From an optimization exercise on the open Yosys and OpenROAD flow, aimed at a short achievable clock period and few clock cycles per item; shortcuts taken in it are not production practice. Function was checked by simulation only, so behaviour that the tests miss may differ from the original. Power figures rest on the tool's default switching activity, not on a simulated workload.

## trial 93
Design cache_ctrl_fsm, start of the top module:
module cache_ctrl_fsm #(
  parameter int ADDR_W   = 32,
  parameter int INDEX_W  = 4,
  parameter int OFFSET_W = 4
) (
  input  logic                clk_i,
  input  logic                rst_i,
  input  logic                cpu_req_i,
  input  logic                cpu_we_i,
  input  logic [ADDR_W-1:0]   cpu_addr_i,
  output logic                cpu_ready_o,
  output logic                cpu_hit_o,
  output logic                busy_o,
  input  logic [1:0]          lru_way_i,
  output logic                lru_update_o,
  output logic [INDEX_W-1:0]  lru_set_o,
  output logic [1:0]          lru_access_way_o,
  output logic                mem_req_o,
  output logic                mem_we_o,
  output logic [ADDR_W-1:0]   mem_addr_o,
  input  logic                mem_ack_i,
  output logic                fill_pulse_o,
  output logic [15:0]         hit_count_o,
  output logic [15:0]         miss_count_o
);
Size in the first run: ~9300 cells after synthesis, roughly 3300 flip-flops, roughly 120 I/O pins, roughly 140000 um2 of cells after synthesis.
export LEC_CHECK = 0
export ABC_CLOCK_PERIOD_IN_PS = 2500
export CAP_MARGIN = 20
export CORE_MARGIN = 2
export CORE_UTILIZATION = 40
export SETUP_SLACK_MARGIN = 5
export SLEW_MARGIN = 20
create_clock -name core_clock -period 8.0 [get_ports {clk_i}]
run.sh (not shown) runs the stock make flow with config.mk's settings and CLKGATE_MAP_FILE= SYNTH_SCRIPT=/design/flow/synth_recipe.tcl, a recipe that flattens the netlist after the stock synthesis.
Trial 93 completed; timing, DRC and antenna clean
Testbench counts of trial 93, summed over its fixed seeds: cycles 93,308, accesses 48,000.
Inputs modified between trial 93 and trial 36:
-- flow/design.v --
<<< trial 93, line 34
  logic               r_valid_q, r_we_q;
  logic [TAG_W-1:0]   r_tag_q;
  logic [INDEX_W-1:0] r_set_q;
  logic [SETS-1:0]    r_soh_q;            
>>> trial 36, line 34
  logic               r_valid_q, r_we_q;
  logic [TAG_W-1:0]   r_tag_q;
  logic [TAG_W-1:0]   r_tagn_q;           
  logic [INDEX_W-1:0] r_set_q;
  logic [SETS-1:0]    r_soh_q;            
<<< trial 93, line 51
  logic [1:0]         u_way_q;
  logic [TAG_W-1:0]   u_tag_q;
  logic [3:0]         u_lvoh_q [SETS];     
  logic [TAG_W-1:0]   u_otag_s;            
  logic               cq_hit_q [QD];
  logic [INDEX_W-1:0] cq_set_q [QD];
>>> trial 36, line 52
  logic [1:0]         u_way_q;
  logic [TAG_W-1:0]   u_tag_q;
  logic [TAG_W-1:0]   u_t4_q [4];          
  logic [3:0]         u_woh_q;             
  logic [TAG_W-1:0]   u_otag_s;            
  logic [TAG_W-1:0]   d_t4_s [4];
  logic               cq_hit_q [QD];
  logic [INDEX_W-1:0] cq_set_q [QD];
<<< trial 93, line 156
  always_comb begin
    u_otag_s = '0;
    for (int s = 0; s < SETS; s++)
      for (int w = 0; w < 4; w++)
        u_otag_s = u_otag_s | ({TAG_W{u_lvoh_q[s][w]}} & tag_mem_q[s][w]);
  end
  logic               cq_head_hit_s, can_complete_s, accept_s, mem_free_s, read_ack_s;
>>> trial 36, line 159
  always_comb begin
    u_otag_s = '0;
    for (int w = 0; w < 4; w++) begin
      d_t4_s[w] = '0;
      for (int s = 0; s < SETS; s++) d_t4_s[w] = d_t4_s[w] | ({TAG_W{b_soh_q[s]}} & tag_mem_q[s][w]);
      if (fbw_s[w]) d_t4_s[w] = u_tag_q;
      u_otag_s = u_otag_s | ({TAG_W{u_woh_q[w]}} & u_t4_q[w]);
    end
  end
  logic               cq_head_hit_s, can_complete_s, accept_s, mem_free_s, read_ack_s;
<<< trial 93, line 230
    r_we_q  <= cpu_we_i;
    r_tag_q <= cpu_addr_i[ADDR_W-1 -: TAG_W];
    r_set_q <= cpu_addr_i[OFFSET_W +: INDEX_W];
    for (int s = 0; s < SETS; s++) r_soh_q[s] <= (cpu_addr_i[OFFSET_W +: INDEX_W] == INDEX_W'(s));
>>> trial 36, line 236
    r_we_q  <= cpu_we_i;
    r_tag_q <= cpu_addr_i[ADDR_W-1 -: TAG_W];
    r_tagn_q <= ~cpu_addr_i[ADDR_W-1 -: TAG_W];
    r_set_q <= cpu_addr_i[OFFSET_W +: INDEX_W];
    for (int s = 0; s < SETS; s++) r_soh_q[s] <= (cpu_addr_i[OFFSET_W +: INDEX_W] == INDEX_W'(s));
<<< trial 93, line 237
    for (int s = 0; s < SETS; s++)
      for (int w = 0; w < 4; w++)
      begin
        b_ml_q[s][w] <= valid_q[s][w] & (tag_mem_q[s][w][TAG_W/2-1:0] == r_tag_q[TAG_W/2-1:0]);
        b_mh_q[s][w] <= (tag_mem_q[s][w][TAG_W-1:TAG_W/2] == r_tag_q[TAG_W-1:TAG_W/2]);
      end
    b_soh_q    <= r_soh_q;
>>> trial 36, line 244
    for (int s = 0; s < SETS; s++)
      for (int w = 0; w < 4; w++)
      if (s < SETS/2) begin
        b_ml_q[s][w] <= valid_q[s][w] & (tag_mem_q[s][w][TAG_W/2-1:0] == r_tag_q[TAG_W/2-1:0]);
        b_mh_q[s][w] <= (tag_mem_q[s][w][TAG_W-1:TAG_W/2] == r_tag_q[TAG_W-1:TAG_W/2]);
      end else begin
        b_ml_q[s][w] <= valid_q[s][w] & (tag_mem_q[s][w][TAG_W/2-1:0] == ~r_tagn_q[TAG_W/2-1:0]);
        b_mh_q[s][w] <= (tag_mem_q[s][w][TAG_W-1:TAG_W/2] == ~r_tagn_q[TAG_W-1:TAG_W/2]);
      end
    b_soh_q    <= r_soh_q;
<<< trial 93, line 256
    u_way_q <= way_s;
    u_tag_q <= b_tag_q;
    for (int s = 0; s < SETS; s++)
      for (int w = 0; w < 4; w++) u_lvoh_q[s][w] <= b_soh_q[s] && (victim_s == 2'(w));
    if (b_valid_q) begin
      cq_hit_q[cq_wr_q[QW-1:0]]  <= hit_s;
>>> trial 36, line 266
    u_way_q <= way_s;
    u_tag_q <= b_tag_q;
    for (int w = 0; w < 4; w++) u_t4_q[w] <= d_t4_s[w];
    for (int w = 0; w < 4; w++) u_woh_q[w] <= (way_s == 2'(w));
    if (b_valid_q) begin
      cq_hit_q[cq_wr_q[QW-1:0]]  <= hit_s;
## What came out
Trial 36 closes out successfully: all stages finished, all timing, DRC and antenna checks passed. Trial 93 ended up with u_lvoh_q[9][2] as its critical path launch point; trial 36 ended up with cpu_ready_q. Trial 36 vs. trial 93: number of instances in the synthesized netlist +683, routed wire length now sits lower, total power barely changed. Relative to trial 93, the total CTS buffers measured on trial 36 has decreased slightly. Higher global-route wire length before repair was reported by trial 93, not trial 36. Side by side, number of cell rows turned out higher in trial 36 than in trial 93.
Testbench counts of trial 36, summed over its fixed seeds: cycles 93,308, accesses 48,000.

-- separate check: timing with driven ports --
The results above use ideal ports. As a check the final layouts listed here were re-extracted and re-timed, cells and wires unchanged. Step 1, drivers: a clkbuf_16 drives clk_i and a buf_2 each remaining input, both assumed. Step 2 also shifts input and output timing later by t, the mid clock arrival at the registers, as if the neighbouring blocks saw the same clock. Slacks: ideal / step 1 / step 2; pairs: ideal / step 1.
run	t (ns)	slack for setup (ns)	clock arrival spread, ns
trial 93	1.050	4.713 / 4.713 / 4.215	0.057 / 0.057
trial 36	1.069	4.903 / 4.777 / 4.130	0.057 / 0.057
After both steps every run listed still meets setup and hold. For trial 36, which loses most, drivers alone change the setup slack by -0.126 ns; drivers and shift together by -0.773 ns.
